Context: an optimization exercise on an open-source flow, tuned for a short achievable clock period and few clock cycles per item. The choices shown serve that exercise and are no tape-out recipe. No run shown here included a check of the RTL's function; only the layout flow was run.

$ cat flow/config.mk
export PLATFORM = sky130hd
export DESIGN_NAME = iir_df1_biquad_axis
export DESIGN_NICKNAME = iir_df1_biquad_axis
export VERILOG_FILES = /design/flow/design.v
export SDC_FILE = /design/flow/constraint.sdc
export NUM_CORES = 4
export LEC_CHECK = 0
export ABC_CLOCK_PERIOD_IN_PS = 2500
export CAP_MARGIN = 20
export CORE_MARGIN = 2
export CORE_UTILIZATION = 40
export SETUP_SLACK_MARGIN = 4.5
export SLEW_MARGIN = 20
$ cat flow/constraint.sdc
create_clock -name core_clock -period 7.0 [get_ports {clk}]
set_input_delay 1.4000 -clock core_clock [delete_from_list [all_inputs] [get_ports {clk}]]
set_output_delay 1.4000 -clock core_clock [all_outputs]
set_load 0.01 [all_outputs]
$ cat flow/design.v
package iir_df1_biquad_axis_pkg;
    localparam int unsigned acc_guard_bits = 3;
    typedef enum logic [1:0] {
        StIdle,
        StMul,
        StSum,
        StOut
    } state_e;
endpackage
import iir_df1_biquad_axis_pkg::*;
module iir_biquad_sat
#(
    parameter int unsigned acc_width    = 32,
    parameter int unsigned inout_width  = 16,
    parameter int unsigned scale_factor = 14
) (
    input  logic signed [acc_width-1:0]   acc,
    output logic signed [inout_width-1:0] y
);
    localparam int unsigned top = scale_factor + inout_width - 1;
    logic ovf;
    always_comb begin
        ovf = !((&acc[acc_width-1:top]) || !(|acc[acc_width-1:top]));
        if (ovf) begin
            y = {acc[acc_width-1], {(inout_width-1){~acc[acc_width-1]}}};
        end else begin
            y = acc[top:scale_factor];
        end
    end
endmodule
module iir_biquad_csa
#(
    parameter int unsigned w = 32
) (
    input  logic [w-1:0] a,
    input  logic [w-1:0] b,
    input  logic [w-1:0] c,
    output logic [w-1:0] s,
    output logic [w-1:0] co
);
    logic [w-1:0] maj;
    assign s   = a ^ b ^ c;
    assign maj = (a & b) | (a & c) | (b & c);
    assign co  = {maj[w-2:0], 1'b0};
endmodule
import iir_df1_biquad_axis_pkg::*;
module iir_df1_biquad_axis
#(
    parameter int unsigned coeff_width  = 16,
    parameter int unsigned inout_width  = 16,
    parameter int unsigned scale_factor = 14,
    parameter int          a1_int_coeff = -31880,
    parameter int          a2_int_coeff = 15531,
    parameter int          bo_int_coeff = 167,
    parameter int          b1_int_coeff = -302,
    parameter int          b2_int_coeff = 167
) (
    input  logic                          clk,
    input  logic                          rst,
    input  logic                          s_axis_tvalid,
    input  logic signed [inout_width-1:0] s_axis_tdata,
    output logic                          m_axis_tready,
    output logic signed [inout_width-1:0] m_axis_tdata,
    output logic                          m_axis_tvalid
);
    localparam int unsigned aw = 32;
    localparam logic [aw-1:0] k_loop = aw'(0) - (aw'(32'hffff) << 10) - (aw'(31880) << 15);
    localparam logic [aw-1:0] k_a2   = (aw'(15531) << 15) - (aw'(32'hffff) << 14)
                                     - (aw'(32'hffff) << 8);
    localparam logic [aw-1:0] k_g    = k_loop + k_a2 - (aw'(1) << 25);
    logic ready_q;
    logic                          vin;
    logic signed [inout_width-1:0] xin;
    logic signed [inout_width-1:0] xh1, xh2;
    logic                          v1, v2, v3, v4, v5;
    logic signed [16:0]            a1;    
    logic signed [15:0]            b1;    
    logic signed [25:0]            p167, p302;
    logic signed [25:0]            f3;    
    logic [aw-1:0]                 gs, gc;
    logic signed [inout_width-1:0] y1, y2;
    logic signed [inout_width-1:0] yo;
    logic                          vo;
    logic signed [inout_width-1:0] ys;
    logic [15:0]                   ysb;
    logic [aw-1:0]                 fb;
    logic [aw-1:0]                 g_op [9];
    logic [aw-1:0]                 g_s1, g_c1, g_s2, g_c2, g_s3, g_c3;
    logic [aw-1:0]                 g_s4, g_c4, g_s5, g_c5, g_s6, g_c6, g_s7, g_c7;
    always_comb begin
        ys     = v4 ? y1 : y2;
        ysb    = {~ys[15], ys[14:0]};
        fb     = aw'({~f3[25], f3[24:0]});
        g_op[0] = aw'({16'b0, ~ysb}) << 14;
        g_op[1] = aw'(ysb) << 10;
        g_op[2] = aw'({16'b0, ~ysb}) << 8;
        g_op[3] = aw'(ysb) << 6;
        g_op[4] = aw'(ysb) << 4;
        g_op[5] = aw'(ysb) << 2;
        g_op[6] = aw'(ysb);
        g_op[7] = fb;
        g_op[8] = k_g;
    end
    iir_biquad_csa #(.w(aw)) u_g1 (.a(g_op[0]), .b(g_op[1]), .c(g_op[2]), .s(g_s1), .co(g_c1));
    iir_biquad_csa #(.w(aw)) u_g2 (.a(g_op[3]), .b(g_op[4]), .c(g_op[5]), .s(g_s2), .co(g_c2));
    iir_biquad_csa #(.w(aw)) u_g3 (.a(g_op[6]), .b(g_op[7]), .c(g_op[8]), .s(g_s3), .co(g_c3));
    iir_biquad_csa #(.w(aw)) u_g4 (.a(g_s1), .b(g_c1), .c(g_s2), .s(g_s4), .co(g_c4));
    iir_biquad_csa #(.w(aw)) u_g5 (.a(g_c2), .b(g_s3), .c(g_c3), .s(g_s5), .co(g_c5));
    iir_biquad_csa #(.w(aw)) u_g6 (.a(g_s4), .b(g_c4), .c(g_s5), .s(g_s6), .co(g_c6));
    iir_biquad_csa #(.w(aw)) u_g7 (.a(g_s6), .b(g_c6), .c(g_c5), .s(g_s7), .co(g_c7));
    logic [15:0]                   yb;
    logic [aw-1:0]                 l_op [4];
    logic [aw-1:0]                 l_s1, l_c1, l_s2, l_c2, l_s3, l_c3, l_s4, l_c4;
    logic signed [aw-1:0]          acc;
    logic signed [inout_width-1:0] y_new;
    always_comb begin
        yb      = {~y1[15], y1[14:0]};
        l_op[0] = aw'(yb) << 15;
        l_op[1] = aw'({16'b0, ~yb}) << 10;
        l_op[2] = aw'(yb) << 7;
        l_op[3] = aw'(yb) << 3;
    end
    iir_biquad_csa #(.w(aw)) u_l1 (.a(l_op[0]), .b(l_op[1]), .c(l_op[2]), .s(l_s1), .co(l_c1));
    iir_biquad_csa #(.w(aw)) u_l2 (.a(l_op[3]), .b(gs), .c(gc), .s(l_s2), .co(l_c2));
    iir_biquad_csa #(.w(aw)) u_l3 (.a(l_s1), .b(l_c1), .c(l_s2), .s(l_s3), .co(l_c3));
    iir_biquad_csa #(.w(aw)) u_l4 (.a(l_s3), .b(l_c3), .c(l_c2), .s(l_s4), .co(l_c4));
    assign acc = l_s4 + l_c4;
    iir_biquad_sat #(
        .acc_width    (aw),
        .inout_width  (inout_width),
        .scale_factor (scale_factor)
    ) u_sat (
        .acc (acc),
        .y   (y_new)
    );
    always_ff @(posedge clk) begin
        ready_q <= ready_q | rst;
        vin <= s_axis_tvalid & ready_q & ~rst;
        xin <= s_axis_tdata;
        a1   <= 17'(xin) + 17'(xh2);
        b1   <= xh1;
        p167 <= 26'(a1) * 26'sd167;
        p302 <= 26'(b1) * 26'sd302;
        f3   <= p167 - p302;
        gs   <= g_s7;
        gc   <= g_c7;
        yo   <= y1;
        if (rst) begin
            v1  <= 1'b0;
            v2  <= 1'b0;
            v3  <= 1'b0;
            v4  <= 1'b0;
            v5  <= 1'b0;
            vo  <= 1'b0;
            xh1 <= '0;
            xh2 <= '0;
            y1  <= '0;
            y2  <= '0;
        end else begin
            v1 <= vin;
            v2 <= v1;
            v3 <= v2;
            v4 <= v3;
            v5 <= v4;
            vo <= v5;
            if (vin) begin
                xh1 <= xin;
                xh2 <= xh1;
            end
            if (v4) begin
                y1 <= y_new;
                y2 <= y1;
            end
        end
    end
    assign m_axis_tready = ready_q;
    assign m_axis_tdata  = yo;
    assign m_axis_tvalid = vo;
endmodule
$ cat flow/run.sh
#!/bin/bash
# synth_recipe.tcl (not shown) runs the flow's synth.tcl, then flattens the netlist and writes it again
# the make line also repeats each setting of config.mk as NAME=value (left out here)
make -C /OpenROAD-flow-scripts/flow DESIGN_CONFIG=/design/flow/config.mk WORK_HOME=/design/flow/orfs CLKGATE_MAP_FILE= SYNTH_SCRIPT=/design/flow/synth_recipe.tcl finish
==> results of run 1 <==
cell type report:
cell class	instances	area share
Multi-Input combinational cell	1121	0.5543
Sequential cell	269	0.2222
Timing Repair Buffer	202	0.07372
Inverter	475	0.07326
Clock buffer	48	0.04003
Tap cell	615	0.03092
Clock inverter	11	0.005582
per-stage QoR:
step,cells,area [sq um],hold slack (ps)
2_1_floorplan,1884,19960,309.6
3_3_place_gp,2519,20990,313.4
3_5_place_dp,2519,20990,318.9
4_1_cts,2713,24120,331.0
5_1_grt,2741,24880,331.7
6_report,2741,24880,329.2
worst max-delay path by stage:
stage	from	end	slack, ps	depth (start not counted)
detailed placement	y1[7]$_SDFFE_PP0P_	y1[2]$_SDFFE_PP0P_	1690	14
finish	y1[11]$_SDFFE_PP0P_	y1[2]$_SDFFE_PP0P_	2230	20
global placement	y1[8]$_SDFFE_PP0P_	y1[2]$_SDFFE_PP0P_	1810	14
CTS	y1[11]$_SDFFE_PP0P_	y1[2]$_SDFFE_PP0P_	2280	20
floorplan	y1[9]$_SDFFE_PP0P_	y1[10]$_SDFFE_PP0P_	2500	18
global route	gs[14]$_DFF_P_	y1[10]$_SDFFE_PP0P_	2080	20
placed cells by master (no fill, tap or decap), types with 37 or more instances in the layout:
| master | instances |
|---|---|
| buf_4 | 106 |
| dfxtp_1 | 208 |
| fa_1 | 222 |
| nand2_1 | 41 |
| inv_1 | 427 |
| nor2_1 | 100 |
| mux2i_1 | 37 |
| xnor2_1 | 54 |
| ha_1 | 225 |
| buf_6 | 50 |
| ha_4 | 46 |
critical path: stages (launching register included):
cell and delay (ps):
dfxtp_4 360, fa_1 500, inv_2 40, fa_1 520
inv_1 50, fa_1 480, ha_4 280, a21oi_4 180
o221ai_4 140, a2111oi_4 320, o21ai_2 120, and2_4 160
a41o_4 220, o41ai_4 230, buf_4 180, o31ai_4 80
and4bb_2 350, nor3_4 50, buf_6 130, buf_12 130
a21oi_1 140
registers in the layout, indices dropped and copies added (netlist names), 16 cells and up:
register  flops
xin          16
p167         26
y1           16
gs           27
a1           17
yo           16
y2           16
xh2          16
gc           28
p302         25
b1           16
xh1          16
f3           26
kinds of logic after synthesis:
kind of cell               Yosys count  synth area share
AOI/OAI and AO/OA                  212           0.07425
xor gates and xnor gates            83           0.03745
adders and majority gates          517            0.4253
buffers and inverters              494           0.09629
DFF                                269            0.2774
muxes                               52           0.02681
and+or+nand+nor                    257           0.06252
metal layers:
| layer | up-vias | track usage |
|---|---|---|
| met2 | 136 | 0.3109 |
| met5 | - | 0 |
| met1 | 6061 | 0.2058 |
| li1 | 6348 | - |
| met3 | 73 | 0.02704 |
| met4 | 0 | 0.05747 |
repair_timing:
action,in CTS,in global routing
setup endpoints to repair,141,125
setup buffers,133,28
gates resized for setup,277,134
gates cloned,2,0
pin swaps,112,93
Yosys cell counts, types with 3 or more instances:
master / instances / area share
a21oi_2: 12 / 0.0054
mux2i_1: 52 / 0.027
or2_2: 6 / 0.0019
a31o_2: 4 / 0.0018
inv_1: 475 / 0.092
nand4_1: 4 / 0.0013
nor3_1: 25 / 0.0064
a31oi_1: 7 / 0.0023
nand2_1: 43 / 0.0083
o41ai_1: 3 / 0.0014
ha_1: 279 / 0.18
and2_1: 3 / 0.00097
or3_1: 8 / 0.0026
o21ai_1: 3 / 0.00077
o211ai_1: 6 / 0.0023
a21o_1: 16 / 0.0062
xnor2_1: 68 / 0.031
nor2_1: 107 / 0.021
o21ai_0: 44 / 0.011
o21bai_1: 11 / 0.0043
a211oi_1: 6 / 0.0023
o21a_1: 8 / 0.0031
clkbuf_1: 11 / 0.0021
fa_1: 238 / 0.25
and3_1: 5 / 0.0016
nand3_1: 15 / 0.0039
nand2b_1: 12 / 0.0039
xor2_1: 15 / 0.0068
buf_1: 6 / 0.0012
a21oi_1: 59 / 0.015
nor2b_1: 21 / 0.0068
a21boi_1: 3 / 0.0012
o31ai_1: 6 / 0.0023
a41oi_1: 4 / 0.0018
dfxtp_1: 269 / 0.28
==> flow_metrics.py, run 1 <==
metrics = {
    "worst_setup_path": {
        "setup.worst_path.start_class": "flip-flop",
        "worstPathMaxFanout": 8,
        "r2r-end": "y1[2]$_SDFFE_PP0P_",
        "rr_worst_depth": 20,
        "regToRegStartpoint": "y1[11]$_SDFFE_PP0P_",
        "required_ps": 7430,
        "rrSetupSlack_ps": 2230,
        "worstSetupPathType": "reg -> reg",
        "crit_path_end_kind": "flip-flop",
        "cp.arrival_ps": 5210,
    },
    "floorplan": {
        "die_y_um": 224.3,
        "fp.dieArea_sq_mm": 0.05031,
        "rows": 80,
        "core_sq_mm": 0.04785,
        "die_w_um": 224.3,
        "num_io_pins": 37,
        "start_util": 0.4057,
    },
    "timing": {
        "setup_viol": 0,
        "slew-limit-headroom": 0.2696,
        "report.final.hold_viol_count": 0,
        "period_share": 0.6820,
        "period_needed_ps": 4774,
        "finClkSkew_ps": 21.87,
        "rsz0062_at_grt": "yes",
        "slew_viol_final": 0,
        "fmax_ghz": 0.2095,
        "setup_ws_ps": 2226,
        "worstMarginPinSlew_ps": 1096,
        "tns_ps": 0,
    },
    "job": {
        "maxCapViolCount": 0,
    },
    "global_route": {
        "grt_pass1_wl_um": 68860,
        "antenna_found_initial": 0,
        "grtUsageTotal": 0.1710,
        "grt_max_degree": 61,
        "first_global_vias": 14021,
        "overflow": 0,
    },
    "clock_network": {
        "clk_pin_slew_ps": 60,
        "clkSinkCount": 269,
        "numCtsBuffers": 34,
        "htreeDepth": 2,
        "clock_latency_ps": 530,
        "cts_tree": "done",
        "clk_path_buf_depth": 3,
        "cts-root-buf": "clkbuf_16",
        "ctsHoldBuffers": 0,
    },
    "finish": {
        "final_util": 0.5201,
        "insertedDiodeCount": 0,
        "drive_above_1_share": 0.2733,
        "fillers": 4178,
        "area_delta_synth_final_pct": 28.18,
        "ff_latch_area_sq_mm": 0.005529,
        "fin_nets": 2639,
        "multi_input_area_sq_mm": 0.01379,
    },
    "logic_synthesis": {
        "syn-cell-area_sq_mm": 0.01941,
        "async_flop_share": 0,
        "synthDistinctLibCells": 60,
        "avgSynthCellArea_sq_um": 10.30,
        "synthCells": 1884,
        "ys_seq_area_frac": 0.2774,
        "synth_flop_cell": "dfxtp_1",
        "synth_nets": 2420,
        "ys_seq_elements": 269,
        "ys_warn_count": 6,
        "synth_edf_count": 0,
    },
    "routing": {
        "dr.pass1.iters": 4,
        "wl_met1_um": 18070,
        "route.met2.wl_um": 20530,
        "ant_nets": 0,
        "num_vias": 12618,
        "drt_wl_total_um": 41010,
        "viasPerCell": 4.603,
        "wl_met3_um": 1242,
        "top_layer_used": "met4",
        "wl_per_cell_um": 14.96,
        "drt_iter0_drc": 353,
        "drc_errors": 0,
    },
    "status": {
        "status": "finished clean",
    },
    "min_path": {
        "min_path_type": "reg -> reg",
        "min_to": "f3[0]$_DFF_P_",
        "hold_depth": 0,
        "hold_start": "p167[0]$_DFF_P_",
    },
    "placement": {
        "post-dp-hpwl_um": 30400,
        "dp_slack_ps": 1692,
        "gp_congestion": 0.8428,
        "io_buffers": 36,
    },
}
==> inputs of run 2 (changes only) <==
--- a/flow/design.v
+++ b/flow/design.v
@@ -78,18 +78,19 @@
     logic signed [25:0]            p167, p302;
     logic signed [25:0]            f3;    
     logic [aw-1:0]                 gs, gc;
-    logic signed [inout_width-1:0] y1, y2;
+    logic [15:0]                   y1l, y2l;
+    logic                          y1p, y1n, y2p, y2n;
+    logic [15:0]                   y1b, y2b;    
+    logic signed [inout_width-1:0] y1;
     logic signed [inout_width-1:0] yo;
     logic                          vo;
-    logic signed [inout_width-1:0] ys;
     logic [15:0]                   ysb;
     logic [aw-1:0]                 fb;
     logic [aw-1:0]                 g_op [9];
     logic [aw-1:0]                 g_s1, g_c1, g_s2, g_c2, g_s3, g_c3;
     logic [aw-1:0]                 g_s4, g_c4, g_s5, g_c5, g_s6, g_c6, g_s7, g_c7;
     always_comb begin
-        ys     = v4 ? y1 : y2;
-        ysb    = {~ys[15], ys[14:0]};
+        ysb    = v4 ? y1b : y2b;
         fb     = aw'({~f3[25], f3[24:0]});
         g_op[0] = aw'({16'b0, ~ysb}) << 14;
         g_op[1] = aw'(ysb) << 10;
@@ -112,9 +113,10 @@
     logic [aw-1:0]                 l_op [4];
     logic [aw-1:0]                 l_s1, l_c1, l_s2, l_c2, l_s3, l_c3, l_s4, l_c4;
     logic signed [aw-1:0]          acc;
-    logic signed [inout_width-1:0] y_new;
+    logic [15:0]                   yl_new;
+    logic                          yp_new, yn_new;
     always_comb begin
-        yb      = {~y1[15], y1[14:0]};
+        yb      = y1b;
         l_op[0] = aw'(yb) << 15;
         l_op[1] = aw'({16'b0, ~yb}) << 10;
         l_op[2] = aw'(yb) << 7;
@@ -125,14 +127,12 @@
     iir_biquad_csa #(.w(aw)) u_l3 (.a(l_s1), .b(l_c1), .c(l_s2), .s(l_s3), .co(l_c3));
     iir_biquad_csa #(.w(aw)) u_l4 (.a(l_s3), .b(l_c3), .c(l_c2), .s(l_s4), .co(l_c4));
     assign acc = l_s4 + l_c4;
-    iir_biquad_sat #(
-        .acc_width    (aw),
-        .inout_width  (inout_width),
-        .scale_factor (scale_factor)
-    ) u_sat (
-        .acc (acc),
-        .y   (y_new)
-    );
+    assign yl_new = {~acc[29], acc[28:14]};
+    assign yp_new = ~acc[31] & (acc[30] | acc[29]);
+    assign yn_new = acc[31] & ~(acc[30] & acc[29]);
+    assign y1b = (y1l | {16{y1p}}) & ~{16{y1n}};
+    assign y2b = (y2l | {16{y2p}}) & ~{16{y2n}};
+    assign y1  = {~y1b[15], y1b[14:0]};
     always_ff @(posedge clk) begin
         ready_q <= ready_q | rst;
         vin <= s_axis_tvalid & ready_q & ~rst;
@@ -154,8 +154,12 @@
             vo  <= 1'b0;
             xh1 <= '0;
             xh2 <= '0;
-            y1  <= '0;
-            y2  <= '0;
+            y1l <= 16'h8000;
+            y2l <= 16'h8000;
+            y1p <= 1'b0;
+            y1n <= 1'b0;
+            y2p <= 1'b0;
+            y2n <= 1'b0;
         end else begin
             v1 <= vin;
             v2 <= v1;
@@ -168,8 +172,12 @@
                 xh2 <= xh1;
             end
             if (v4) begin
-                y1 <= y_new;
-                y2 <= y1;
+                y1l <= yl_new;
+                y1p <= yp_new;
+                y1n <= yn_new;
+                y2l <= y1l;
+                y2p <= y1p;
+                y2n <= y1n;
             end
         end
     end
--- a/flow/config.mk
+++ b/flow/config.mk
@@ -5,9 +5,7 @@
 export SDC_FILE = /design/flow/constraint.sdc
 export NUM_CORES = 4
 export LEC_CHECK = 0
-export ABC_CLOCK_PERIOD_IN_PS = 2500
 export CAP_MARGIN = 20
 export CORE_MARGIN = 2
 export CORE_UTILIZATION = 40
-export SETUP_SLACK_MARGIN = 4.5
 export SLEW_MARGIN = 20
==> run 2 against run 1 <==
Compared with the run above:
- worst setup slack worse by 620 ps
- critical endpoint is now y1l[15]$_SDFFE_PP1P_
- synthesized cell count up 4.9%
- maximum frequency down 12%
- final cell count down 1.0%
- still clean on timing, DRC and antenna
- global-route usage down 1.1 points
- synthesized area up 3.0%
- non-clock buffer count down 157
==> flow_metrics.py, run 2 <==
metrics = {
    "status": {
        "status": "finished clean",
    },
    "clock_network": {
        "clkSinkCount": 273,
        "clk_pin_slew_ps": 60,
        "htreeDepth": 2,
        "cts_tree": "done",
        "clock_latency_ps": 540,
        "cts-root-buf": "clkbuf_16",
        "clk_path_buf_depth": 3,
        "ctsHoldBuffers": 0,
        "numCtsBuffers": 34,
        "cts_setup_buffers": 0,
        "cts_resized": 0,
    },
    "placement": {
        "io_buffers": 36,
        "gp_congestion": 0.8583,
        "post-dp-hpwl_um": 32300,
        "dp.cells": 2656,
    },
    "global_route": {
        "overflow": 0,
        "first_global_vias": 13636,
        "grt_max_degree": 61,
        "antenna_found_initial": 0,
        "grt_pass1_wl_um": 66040,
        "grtUsageTotal": 0.1603,
    },
    "logic_synthesis": {
        "syn-cell-area_sq_mm": 0.02000,
        "synth_edf_count": 0,
        "synth_compound_area_frac": 0.08563,
        "synth_flop_cell": "dfxtp_1",
        "synthMuxAreaShare": 0.02752,
        "ys_warn_count": 5,
        "async_flop_share": 0,
        "yosys.area_share.adder": 0.4133,
        "synthDistinctLibCells": 71,
        "synth_nets": 2513,
        "yosys.cell_count.top_type": "inv_1",
        "synth_top_family_by_area": "adder cells",
        "ys_seq_area_frac": 0.2732,
        "synth_top_area_share": 0.2732,
        "ys_seq_elements": 273,
        "synthCells": 1976,
        "avgSynthCellArea_sq_um": 10.12,
        "ys_top_cells_by_area": "dfxtp_1 (27%), fa_1 (24%), ha_1 (18%)",
        "synth_xor_area_frac": 0.03634,
        "synthTopCellsByCount": "inv_1 (460), ha_1 (280), dfxtp_1 (273)",
        "synth_top_area_cell": "dfxtp_1",
        "yosys.area_share.simple": 0.07162,
    },
    "floorplan": {
        "rows": 81,
        "fp.dieArea_sq_mm": 0.05181,
        "die_w_um": 227.6,
        "core_sq_mm": 0.04915,
        "num_io_pins": 37,
        "die_y_um": 227.6,
        "start_util": 0.4069,
    },
    "timing": {
        "slew-limit-headroom": 0.2676,
        "worstMarginPinSlew_ps": 1099,
        "period_share": 0.7710,
        "rsz0062_at_grt": "no",
        "fmax_ghz": 0.1853,
        "setup_viol": 0,
        "report.final.hold_viol_count": 0,
        "tns_ps": 0,
        "finClkSkew_ps": 24.22,
        "period_needed_ps": 5397,
        "slew_viol_final": 0,
    },
    "finish": {
        "instances_no_fill": 2713,
        "drive_above_1_share": 0.04783,
        "final_cell_mix": "inv_1 (460), ha_1 (280), dfxtp_1 (271), fa_1 (238), nor2_1 (143)",
        "area_delta_synth_final_pct": 11.09,
        "final_common_cell": "inv_1",
        "largest-register": "gc",
        "largest_register_ffs": 28,
        "fin_nets": 2565,
        "reg_top3": "gc (28), gs (27)",
        "insertedDiodeCount": 0,
    },
    "routing": {
        "drt_wl_total_um": 38500,
        "wl_per_cell_um": 14.19,
        "drc_errors": 0,
        "ant_nets": 0,
        "drt_iter0_drc": 508,
        "dr.pass1.iters": 5,
        "num_vias": 12465,
        "viasPerCell": 4.595,
    },
    "worst_setup_path": {
        "critPathMaxStageDelay_ps": 840,
        "slowest_stage": "dfxtp_1",
        "crit_path_end_kind": "flip-flop",
        "required_ps": 7420,
        "cp.arrival_ps": 5820,
        "crit_chain": "nor2_1 > nor2_1 > inv_1 > fa_1 > inv_1 > fa_1 > inv_1 > fa_1 > ha_1 > a21oi_2 > o21bai_1 > a221oi_4 > o211ai_4 > a21oi_4 > o21ai_0 > o31ai_1 > a31oi_1 > or2_1",
        "worstSetupPathType": "reg -> reg",
        "setup.worst_path.start_class": "flip-flop",
        "worstPathMaxFanout": 19,
    },
    "min_path": {
        "min_path_type": "reg -> reg",
    },
    "job": {
        "maxCapViolCount": 0,
    },
}
run 2: metal layers:
| layer | up-vias | GRT usage | part of all wire |
|---|---|---|---|
| met5 | - | 0 | 0 |
| met4 | 0 | 0.05903 | 0.031 |
| met3 | 69 | 0.02288 | 0.028 |
| met2 | 148 | 0.2828 | 0.48 |
| met1 | 5900 | 0.1992 | 0.46 |
| li1 | 6348 | - | - |
run 2: layout make-up:
class | instances | area (sq um)
Clock buffer | 46 | 945.9
Clock inverter | 11 | 127.6
Fill cell | 4668 | 26930
Inverter | 461 | 1730
Multi-Input combinational cell | 1213 | 12700
Sequential cell | 273 | 5468
Tap cell | 664 | 830.8
Timing Repair Buffer | 45 | 422.9
run 2: worst max-delay path, delay by kind of cell, from the launching register on:
kind                       cells  cell delay, ps
DFF                            1             840
AOI/OAI and AO/OA              8            1710
and+or+nand+nor                3             720
buffers and inverters          3             260
adders and majority gates      4            1790
run 2: worst paths after layout:
| kind | start | to | slack (ps) | cells after the start |
|---|---|---|---|---|
| min | p167[0]$_DFF_P_ | f3[0]$_DFF_P_ | 350 | 0 |
| max | y1p$_SDFFE_PP0P_ | y1l[15]$_SDFFE_PP1P_ | 1600 | 18 |
| max reg2reg | y1p$_SDFFE_PP0P_ | y1l[15]$_SDFFE_PP1P_ | 1600 | 18 |
| min reg2reg | p167[0]$_DFF_P_ | f3[0]$_DFF_P_ | 350 | 0 |
run 2: cells by family after synthesis:
kind of cell               count (synthesis)
AOI/OAI and AO/OA                        239
xor gates and xnor gates                  83
adders and majority gates                518
buffers and inverters                    490
DFF                                      273
muxes                                     55
and+or+nand+nor                          318
run 2: through the flow:
step	hold WS (ps)	area (sq um)	util	worst slack (ps)
6_report	352.7	22220	0.4521	1603
5_1_grt	374.7	22220	0.4521	1226
4_1_cts	361.4	22220	0.4521	1609
3_5_place_dp	315.0	21150	0.4302	1616
3_3_place_gp	314.6	21150	0.4302	1718
2_1_floorplan	309.6	20000	-	2289
==> inputs of run 3 (changes only) <==
--- a/flow/config.mk
+++ b/flow/config.mk
@@ -5,7 +5,9 @@
 export SDC_FILE = /design/flow/constraint.sdc
 export NUM_CORES = 4
 export LEC_CHECK = 0
+export ABC_CLOCK_PERIOD_IN_PS = 2500
 export CAP_MARGIN = 20
 export CORE_MARGIN = 2
 export CORE_UTILIZATION = 40
+export SETUP_SLACK_MARGIN = 4.5
 export SLEW_MARGIN = 20
==> run 3 against run 2 <==
Compared with the run above:
- final area increased by 13%
- clock skew decreased by 11 ps
- hold slack got worse by 27 ps
- flip-flop and latch count unchanged
- critical path depth increased by 2
==> flow_metrics.py, run 3 <==
metrics = {
    "logic_synthesis": {
        "synthCells": 1976,
        "async_flop_share": 0,
        "ys_warn_count": 5,
        "synth_flop_cell": "dfxtp_1",
        "synthTopCellsByCount": "inv_1 (460), ha_1 (280), dfxtp_1 (273)",
        "synth_top_area_share": 0.2732,
        "synthDistinctLibCells": 71,
        "synth_nets": 2513,
        "ys_seq_elements": 273,
        "yosys.cell_count.top_type": "inv_1",
        "synth_top_area_cell": "dfxtp_1",
        "syn-cell-area_sq_mm": 0.02000,
        "synth_edf_count": 0,
        "ys_seq_area_frac": 0.2732,
        "ys_top_cells_by_area": "dfxtp_1 (27%), fa_1 (24%), ha_1 (18%)",
        "avgSynthCellArea_sq_um": 10.12,
    },
    "placement": {
        "gp_congestion": 0.8914,
        "io_buffers": 36,
        "post-dp-hpwl_um": 32870,
    },
    "global_route": {
        "overflow": 0,
        "grtUsageTotal": 0.1734,
        "grt_max_degree": 42,
        "antenna_found_initial": 0,
        "grt_pass1_wl_um": 71210,
        "first_global_vias": 14116,
    },
    "timing": {
        "period_needed_ps": 4517,
        "setup_viol": 0,
        "tns_ps": 0,
        "slew-limit-headroom": 0.2818,
        "finClkSkew_ps": 12.75,
        "fmax_ghz": 0.2214,
        "hold_ws_ps": 325.4,
        "worstMarginPinSlew_ps": 1077,
        "rsz0062_at_grt": "yes",
        "slew_viol_final": 0,
        "report.final.hold_viol_count": 0,
        "period_share": 0.6453,
    },
    "finish": {
        "fin_nets": 2711,
        "final_util": 0.5129,
        "insertedDiodeCount": 0,
        "largest-register": "gc",
        "largest_register_ffs": 28,
        "final_cell_mix": "inv_1 (405), ha_1 (225), dfxtp_1 (224), fa_1 (211), buf_4 (113)",
        "area_delta_synth_final_pct": 26.03,
        "final_common_cell": "inv_1",
        "drive_above_1_share": 0.2646,
        "reg_top3": "gc (28), gs (27)",
    },
    "worst_setup_path": {
        "crit_start": "y1p$_SDFFE_PP0P_",
        "worstPathMaxFanout": 5,
        "crit_path_end_kind": "flip-flop",
        "regToRegStartpoint": "y1p$_SDFFE_PP0P_",
        "worstSetupPathType": "reg -> reg",
        "required_ps": 7450,
        "cp.arrival_ps": 4970,
        "setup.worst_path.start_class": "flip-flop",
    },
    "floorplan": {
        "start_util": 0.4069,
        "num_io_pins": 37,
        "die_w_um": 227.6,
        "fp.dieArea_sq_mm": 0.05181,
        "core_sq_mm": 0.04915,
        "die_y_um": 227.6,
        "rows": 81,
    },
    "clock_network": {
        "clk_pin_slew_ps": 60,
        "clk_path_buf_depth": 3,
        "cts_tree": "done",
        "numCtsBuffers": 31,
        "htreeDepth": 1,
        "clkSinkCount": 273,
        "cts-root-buf": "clkbuf_16",
        "clock_latency_ps": 580,
    },
    "routing": {
        "ant_nets": 0,
        "dr.pass1.iters": 6,
        "drt_iter0_drc": 445,
        "num_vias": 13335,
        "drc_errors": 0,
        "viasPerCell": 4.663,
        "drt_wl_total_um": 43790,
        "wl_per_cell_um": 15.31,
    },
    "status": {
        "status": "finished clean",
    },
    "min_path": {
        "min_path_type": "reg -> reg",
        "hold_start": "p167[0]$_DFF_P_",
    },
    "job": {
        "maxCapViolCount": 0,
    },
}
## run 3: cell counts after synthesis
No cell type changed its count.
## run 3: cell families after synthesis
family / after synthesis / synth area share
xor gates and xnor gates: 83 / 0.03634
DFF: 273 / 0.2732
AOI/OAI and AO/OA: 239 / 0.08563
muxes: 55 / 0.02752
buffers and inverters: 490 / 0.09232
adders and majority gates: 518 / 0.4133
and+or+nand+nor: 318 / 0.07162
## run 3: area by class of cell
cell class              count  area, sq um
clock buffers              43        912.1
clock inverters            12        137.6
fillers                  4360        23940
inverters                 461         1752
multi-input cells        1213        14300
flip-flops and latches    273         5599
well taps                 664        830.8
repair buffers            194         1679
## run 3: final timing paths
kind | cells after the start | endpoint | slack [ps]
worst max-delay path | 20 | y1p$_SDFFE_PP0P_ | 2480
worst min-delay path | 0 | f3[0]$_DFF_P_ | 330
worst max register to register | 20 | y1p$_SDFFE_PP0P_ | 2480
worst min register to register | 0 | f3[0]$_DFF_P_ | 330
## run 3: timing repair
action | 4_1_cts | 5_1_grt
hold buffers | 0 | 0
setup buffers | 98 | 54
setup endpoints to repair | 137 | 117
pin swaps | 94 | 117
resized for setup | 261 | 150
## run 3: stage by stage
| stage | cell area, sq um | setup WS (ps) | std cells |
|---|---|---|---|
| 2_1_floorplan | 20650 | 2724 | 1976 |
| 3_3_place_gp | 21650 | 1817 | 2653 |
| 3_5_place_dp | 21650 | 1755 | 2653 |
| 4_1_cts | 24120 | 2521 | 2806 |
| 5_1_grt | 25210 | 2324 | 2860 |
| 6_report | 25210 | 2483 | 2860 |
## run 3: layer usage
metal / global-route usage / routed length, um
met1: 0.2172 / 19170
met2: 0.3109 / 22010
met3: 0.02057 / 1136
met4: 0.05566 / 1470
met5: 0 / 0
## run 3: worst max-delay path, stage by stage (launching register included)
cell and delay (ps):
dfxtp_4 400, buf_12 140, nor2_4 40, nor2_4 140
buf_6 110, inv_2 40, fa_1 450, fa_1 500
fa_1 540, inv_2 50, ha_4 250, a21o_1 170
a21o_1 160, a21oi_2 210, o22ai_2 130, o21ai_2 230
o211ai_4 140, a211o_1 290, buf_4 140, a21oi_1 200
nor3_2 80
==> inputs of run 4 (changes only) <==
--- a/flow/design.v
+++ b/flow/design.v
@@ -116,7 +116,7 @@
     logic [15:0]                   yl_new;
     logic                          yp_new, yn_new;
     always_comb begin
-        yb      = y1b;
+        yb      = y1l;
         l_op[0] = aw'(yb) << 15;
         l_op[1] = aw'({16'b0, ~yb}) << 10;
         l_op[2] = aw'(yb) << 7;
@@ -126,7 +126,16 @@
     iir_biquad_csa #(.w(aw)) u_l2 (.a(l_op[3]), .b(gs), .c(gc), .s(l_s2), .co(l_c2));
     iir_biquad_csa #(.w(aw)) u_l3 (.a(l_s1), .b(l_c1), .c(l_s2), .s(l_s3), .co(l_c3));
     iir_biquad_csa #(.w(aw)) u_l4 (.a(l_s3), .b(l_c3), .c(l_c2), .s(l_s4), .co(l_c4));
-    assign acc = l_s4 + l_c4;
+    localparam logic [aw-1:0] k_pos = (aw'(16'hffff) << 15) + (aw'(16'hffff) << 7) + (aw'(16'hffff) << 3);
+    localparam logic [aw-1:0] k_neg = aw'(16'hffff) << 10;
+    logic [aw-1:0] k_sat, t_s, t_c, sat_s, sat_c;
+    logic          y1o;
+    assign y1o   = y1p | y1n;
+    assign k_sat = y1p ? k_pos : k_neg;
+    iir_biquad_csa #(.w(aw)) u_k (.a(gs), .b(gc), .c(k_sat), .s(sat_s), .co(sat_c));
+    assign t_s = y1o ? sat_s : l_s4;
+    assign t_c = y1o ? sat_c : l_c4;
+    assign acc = t_s + t_c;
     assign yl_new = {~acc[29], acc[28:14]};
     assign yp_new = ~acc[31] & (acc[30] | acc[29]);
     assign yn_new = acc[31] & ~(acc[30] & acc[29]);
==> run 4 against run 3 <==
Compared with the run above:
- still clean
- sequential share of layout area is 0.64 points lower
- worst setup slack worse by 34 ps
- final area increased by 3.7%
- largest cell class unchanged
==> flow_metrics.py, run 4 <==
metrics = {
    "min_path": {
        "hold_start": "p167[0]$_DFF_P_",
        "min_path_type": "reg -> reg",
    },
    "timing": {
        "fmax_ghz": 0.2197,
        "slew-limit-headroom": 0.2577,
        "setup_viol": 0,
        "finClkSkew_ps": 25.28,
        "period_needed_ps": 4551,
        "worstMarginPinSlew_ps": 1113,
        "report.final.hold_viol_count": 0,
        "slew_viol_final": 0,
        "rsz0062_at_grt": "yes",
        "period_share": 0.6502,
        "tns_ps": 0,
    },
    "clock_network": {
        "ctsHoldBuffers": 0,
        "cts_tree": "done",
        "htreeDepth": 2,
        "clk_path_buf_depth": 3,
        "clock_latency_ps": 560,
        "cts-root-buf": "clkbuf_16",
        "clkSinkCount": 273,
        "clk_pin_slew_ps": 60,
        "numCtsBuffers": 36,
    },
    "logic_synthesis": {
        "synth_edf_count": 0,
        "yosys.area_share.simple": 0.08448,
        "synth_nets": 2698,
        "synth_xor_area_frac": 0.03506,
        "synth_top_area_cell": "dfxtp_1",
        "async_flop_share": 0,
        "ys_top_cells_by_area": "dfxtp_1 (26%), fa_1 (24%), ha_1 (17%)",
        "synthCells": 2136,
        "synth_compound_area_frac": 0.08430,
        "yosys.area_share.adder": 0.4136,
        "synthMuxAreaShare": 0.03535,
        "synthTopCellsByCount": "inv_1 (446), ha_1 (293), dfxtp_1 (273)",
        "ys_seq_elements": 273,
        "ys_seq_area_frac": 0.2604,
        "syn-cell-area_sq_mm": 0.02099,
        "synth_top_family_by_area": "adder cells",
        "synth_top_area_share": 0.2604,
        "avgSynthCellArea_sq_um": 9.825,
        "synth_flop_cell": "dfxtp_1",
        "synthDistinctLibCells": 63,
        "ys_warn_count": 5,
        "yosys.cell_count.top_type": "inv_1",
    },
    "global_route": {
        "first_global_vias": 15608,
        "antenna_found_initial": 0,
        "grt_max_degree": 48,
        "grt_pass1_wl_um": 77520,
        "grtUsageTotal": 0.1795,
        "overflow": 0,
    },
    "routing": {
        "drt_wl_total_um": 47490,
        "viasPerCell": 4.807,
        "ant_nets": 0,
        "dr.pass1.iters": 7,
        "wl_per_cell_um": 15.70,
        "drt_iter0_drc": 604,
        "drc_errors": 0,
        "num_vias": 14542,
    },
    "finish": {
        "fin_nets": 2880,
        "fillers": 4592,
        "reg_top3": "gc (28), gs (27)",
        "largest-register": "gc",
        "final_cell_mix": "inv_1 (404), ha_1 (245), fa_1 (243), dfxtp_1 (214), nor2_1 (164)",
        "largest_register_ffs": 28,
        "insertedDiodeCount": 0,
        "final_common_cell": "inv_1",
        "area_delta_synth_final_pct": 24.51,
        "drive_above_1_share": 0.2311,
    },
    "worst_setup_path": {
        "worstSetupPathType": "reg -> reg",
        "rr_worst_depth": 15,
        "r2r-end": "y1p$_SDFFE_PP0P_",
        "slowest_stage": "fa_1",
        "rrSetupSlack_ps": 2450,
        "critPathMaxStageDelay_ps": 550,
        "endpoint": "y1p$_SDFFE_PP0P_",
        "regToRegStartpoint": "gs[17]$_DFF_P_",
        "crit_top_cell": "fa_1",
        "cp.arrival_ps": 5030,
        "crit_path_end_kind": "flip-flop",
        "setup.worst_path.start_class": "flip-flop",
        "crit_start": "gs[17]$_DFF_P_",
        "crit_chain": "fa_1 > inv_1 > fa_1 > fa_1 > mux2i_1 > ha_2 > and3_4 > a2111oi_4 > a311o_2 > a32oi_4 > a41o_4 > a31oi_4 > mux2i_1 > or4b_4 > a21oi_1",
        "worstPathMaxFanout": 6,
        "required_ps": 7480,
    },
    "floorplan": {
        "die_y_um": 233.1,
        "core_sq_mm": 0.05161,
        "rows": 83,
        "num_io_pins": 37,
        "start_util": 0.4066,
        "fp.dieArea_sq_mm": 0.05431,
        "die_w_um": 233.1,
    },
    "placement": {
        "post-dp-hpwl_um": 35370,
        "io_buffers": 36,
        "gp_congestion": 0.8853,
    },
    "status": {
        "status": "finished clean",
    },
    "job": {
        "maxCapViolCount": 0,
    },
}
## run 4: changes by cell type after synthesis, sizes merged, moves of 7 or more
cell    change
o31a        -8
ha         +13
inv        -15
a21o        +8
o21ai       +9
mux2i      +18
fa         +12
nand2      +49
nor2       +36
clkbuf      +9
or2         -7
a21oi      +22
## run 4: what timing repair did
action / CTS / global route
resized for setup: 278 / 121
setup endpoints to repair: 142 / 119
pin swaps: 141 / 119
cloned: 1 / 0
buffers inserted: 87 / 46
## run 4: cell families after synthesis
group,after synthesis
muxes,74
and+or+nand+nor,405
DFF,273
xor gates and xnor gates,84
buffers and inverters,485
adders and majority gates,544
AOI/OAI and AO/OA,271
## run 4: how the worst min path moves through the flow
stage / end / slack (ps) / depth (start not counted)
5_1_grt: f3[0]$_DFF_P_ / 340 / 0
3_3_place_gp: f3[0]$_DFF_P_ / 310 / 0
4_1_cts: f3[0]$_DFF_P_ / 330 / 0
2_1_floorplan: f3[0]$_DFF_P_ / 310 / 0
6_report: f3[0]$_DFF_P_ / 330 / 0
3_5_place_dp: f3[0]$_DFF_P_ / 310 / 0
## run 4: layer usage
metal / vias to the layer above / part of all wire / GRT usage
met2: 244 / 0.50 / 0.3199
met4: 0 / 0.032 / 0.06449
met3: 100 / 0.036 / 0.02356
met5: - / 0 / 0
met1: 7020 / 0.43 / 0.2217
li1: 7178 / - / -
## run 4: critical path: cells and delay by family (launching register included)
family / cells / cell delay [ps]
multiplexers: 2 / 300
adder cells (fa/ha/maj): 4 / 1850
AND/OR/NAND/NOR: 2 / 740
AO/OA/AOI/OAI: 6 / 1210
buffers and inverters: 1 / 60
flip-flops: 1 / 330
## run 4: cell type report
type	instances	area [sq um]	area share
Clock buffer	53	1097	0.04199
Clock inverter	12	125.1	0.004788
Inverter	446	1693	0.06479
Multi-Input combinational cell	1378	15130	0.5792
Sequential cell	273	5637	0.2157
Tap cell	680	850.8	0.03256
Timing Repair Buffer	183	1593	0.06096
## run 4: through the flow
stage | worst slack [ps] | cells | utilization | hold slack, ps | area (sq um)
final | 2449 | 3025 | 0.5063 | 325.4 | 26130
after global routing | 2304 | 3025 | 0.5063 | 341.7 | 26130
after CTS | 2407 | 2979 | 0.4867 | 326.3 | 25120
after detailed placement | 2085 | 2826 | 0.4356 | 312.8 | 22480
after global placement | 2198 | 2826 | 0.4356 | 312.8 | 22480
after floorplan | 2653 | 2136 | - | 309.6 | 21310

static timing again, ports no longer ideal:
How much do the figures lean on ideal ports? The routed layouts below were timed once more, with nothing changed but the port constraints.
Step 1, drivers: a clkbuf_16 drives clk and a buf_2 each remaining input, both assumed.
Step 2, shift: input delay + t, output delay - t, t = (earliest + latest rising clock arrival at the registers) / 2. This alone moves slack from input paths to output paths.
Slacks: ideal / step 1 / step 2; pairs: ideal / step 1.
| run | t, ns | setup slack, ns | worst hold slack (ns) | worst register clock-pin slew, ns |
|---|---|---|---|---|
| run 1 | 0.572 | 2.226 / 2.226 / 2.226 | 0.329 / 0.329 / 0.329 | 0.06 / 0.06 |
| run 2 | 0.578 | 1.603 / 1.603 / 1.603 | 0.353 / 0.353 / 0.353 | 0.06 / 0.06 |
| run 3 | 0.629 | 2.483 / 2.483 / 2.483 | 0.325 / 0.325 / 0.325 | 0.07 / 0.07 |
| run 4 | 0.599 | 2.449 / 2.449 / 2.449 | 0.325 / 0.325 / 0.325 | 0.06 / 0.06 |
After both steps every run listed still meets setup and hold.
